Source: an optimization exercise on an open RTL-to-GDS flow (aim: small area). Production flows keep margins and buffers that such runs may drop. Only simulation tests tie the RTL to the original design; equivalence was not proved. Power is estimated from default activity; no workload was simulated. The flow treats the clock pin as an ideal source, which a real chip does not have.

// hog_block_gen
module hog_block_gen #(
  parameter int FEA_I     = 4,
  parameter int FEA_F     = 28,
  parameter int CELL_COLS = 8,
  parameter int CELL_ROWS = 16,
  parameter int BID_W     = 13
) (
  input  logic                         clk,
  input  logic                         rst,
  input  logic [9*(FEA_I+FEA_F)-1:0]   i_cell,
  input  logic                         i_valid,
  input  logic                         i_sof,
  output logic [9*(FEA_I+FEA_F)-1:0]   fea_a,
  output logic [9*(FEA_I+FEA_F)-1:0]   fea_b,
  output logic [9*(FEA_I+FEA_F)-1:0]   fea_c,
  output logic [9*(FEA_I+FEA_F)-1:0]   fea_d,
  output logic                         o_valid,
  output logic                         o_eof
);
Size in the first run: ~2900 flip-flops, ~1400 I/O pins.
export LEC_CHECK = 0
export CAP_MARGIN = 20
export CORE_MARGIN = 2
export CORE_UTILIZATION = 40
export PLACE_DENSITY = 0.75
export SLEW_MARGIN = 20
create_clock -name core_clock -period 5.0 [get_ports {clk}]
standard.sh (not shown) runs the stock make flow with config.mk's settings and CLKGATE_MAP_FILE= SYNTH_SCRIPT=/design/flow/synth_recipe.tcl, a recipe that flattens the netlist after the stock synthesis.
==> flow/flow/run.sh <==
#!/bin/bash
# Own layout flow: the standard synthesis and layout, with two changes to how
# the layout is made: the port buffers are the smallest buffer (buf_1), and clock
# tree synthesis uses larger sink clusters and inserts no dummy loads.
# Each step's full output goes to a log file in the work folder.
set -euo pipefail
PORT_BUF="BUFFER_PORTS_ARGS=-buffer_cell sky130_fd_sc_hd__buf_1"
CTS="CTS_ARGS=-sink_clustering_enable -repair_clock_nets -dont_use_dummy_load -buf_list {sky130_fd_sc_hd__clkbuf_16} -sink_clustering_size 30 -sink_clustering_max_diameter 120"
bash standard.sh synth > synth.log 2>&1
bash standard.sh "$PORT_BUF" "$CTS" finish > layout.log 2>&1
Edit:
- CAP_MARGIN: 20 -> 0
- PLACE_DENSITY: 0.75 -> 0.85
- SLEW_MARGIN: 20 -> 0
Synthesized cell count stays the same.
Critical path depth stays the same.
Final area hardly moves.
Wire length rose by 0.44%.
Die area stays the same.
Total power stays flat.
Setup slack gets worse by 0.010 ns.
Hold slack gains 0.0094 ns.
Via count goes up by about 1.4%.
Utilization hardly moves.
Non-clock buffer count goes up by 10.
Edit:
- PLACE_DENSITY: 0.85 -> unset
After rerunning: Register-to-register slack gets better by 0.15 ns; routed wire length grows by 1.9%; cell count hardly moves; flip-flop and latch count is unchanged; sequential share of layout area hardly moves; clock-buffer cell count shrinks by 2; cell area stays flat; utilization is about the same.

---

hog_block_gen again, from the RTL that the note above started with.
clock: 5.0 ns
lec_check: 0
cap_margin: 20
core_margin: 2
core_utilization: 40
slew_margin: 20
Scripts as last shown in full above: flow/flow/run.sh
Change:
==> flow/run.sh (new file) <==
#!/bin/bash
# synth_recipe.tcl (not shown) runs the flow's synth.tcl, then flattens the netlist and writes it again
# the make line also repeats each setting of config.mk as NAME=value (left out here)
make -C /OpenROAD-flow-scripts/flow DESIGN_CONFIG=/design/flow/config.mk WORK_HOME=/design/flow/orfs CLKGATE_MAP_FILE= SYNTH_SCRIPT=/design/flow/synth_recipe.tcl finish
removed: flow/flow/run.sh
removed: flow/standard.sh
=> Setup slack gets worse by 620 ps; die area is unchanged; wire length climbs by a little under a tenth; worst hold slack improves by 130 ps; design area rises by about a fifth; non-clock buffer count went down by 13.
Change:
==> flow/flow/run.sh (new file) <==
#!/bin/bash
# Own layout flow: the standard synthesis and layout, with two changes to how
# the layout is made: the port buffers are the smallest buffer (buf_1), and clock
# tree synthesis uses small clock buffers and inserts no dummy loads.
# Each step's full output goes to a log file in the work folder.
set -euo pipefail
PORT_BUF="BUFFER_PORTS_ARGS=-buffer_cell sky130_fd_sc_hd__buf_1"
CTS="CTS_ARGS=-sink_clustering_enable -repair_clock_nets -dont_use_dummy_load -buf_list {sky130_fd_sc_hd__clkbuf_4}"
bash standard.sh synth > synth.log 2>&1
bash standard.sh "$PORT_BUF" "$CTS" finish > layout.log 2>&1
==> flow/standard.sh (new file) <==
#!/bin/bash
# synth_recipe.tcl (not shown) runs the flow's synth.tcl, then flattens the netlist and writes it again
# the make line also repeats each setting of config.mk as NAME=value (left out here)
make -C /OpenROAD-flow-scripts/flow DESIGN_CONFIG=/design/flow/config.mk WORK_HOME=/design/flow/orfs CLKGATE_MAP_FILE= SYNTH_SCRIPT=/design/flow/synth_recipe.tcl "${@:-finish}"
removed: flow/run.sh
=> Non-clock buffer count goes up by 305. Count of clock-buffer cells in the layout goes up by 275. Critical path depth is unchanged. Power goes down by 16%. Final cell count goes up by about 4.5%. Sequential power stays flat. Wire length goes down by about 2.7%. Fmax goes up by about 3.3%. Synthesized cell count stays the same.

-- separate check: timing with driven ports --
How much do the figures lean on ideal ports? The routed layouts below were timed once more, with nothing changed but the port constraints.
Step 1: set_driving_cell puts a clkbuf_16 on clk and a buf_2 on each other input, an assumption about the parent block.
Step 2 adds t to the input delays and takes it off the output delays; t is the mean of the earliest and latest rising clock arrival at the registers after step 1. Input paths then give back, and output paths get back, about the clock's delay inside the block.
a / b / c = no drivers / after step 1 / after step 2; a / b = the first two.
| run | t, ns | setup WS [ns] | latest minus earliest clock arrival (ns) | pins driven straight from the clock port |
|---|---|---|---|---|
| the first run of note 1 | 0.829 | 2.176 / 2.085 / 2.356 | 0.160 / 0.160 | 1 |
| the second run of note 1 | 0.820 | 2.166 / 2.078 / 2.189 | 0.146 / 0.146 | 1 |
| the third run of note 1 | 0.830 | 2.160 / 2.073 / 2.101 | 0.112 / 0.111 | 1 |
| the first run of note 2 | 0.831 | 2.169 / 2.081 / 2.104 | 0.112 / 0.112 | 1 |
| the second run of note 2 | 0.964 | 1.545 / 1.454 / 1.661 | 0.089 / 0.089 | 1 |
| the third run of note 2 | 1.371 | 1.657 / 1.574 / 1.569 | 0.229 / 0.230 | 1 |
After both steps setup and hold are still met in every run listed. The setup slack of the third run of note 2, which loses most, moves by -0.083 ns with the drivers and by -0.088 ns with both steps.
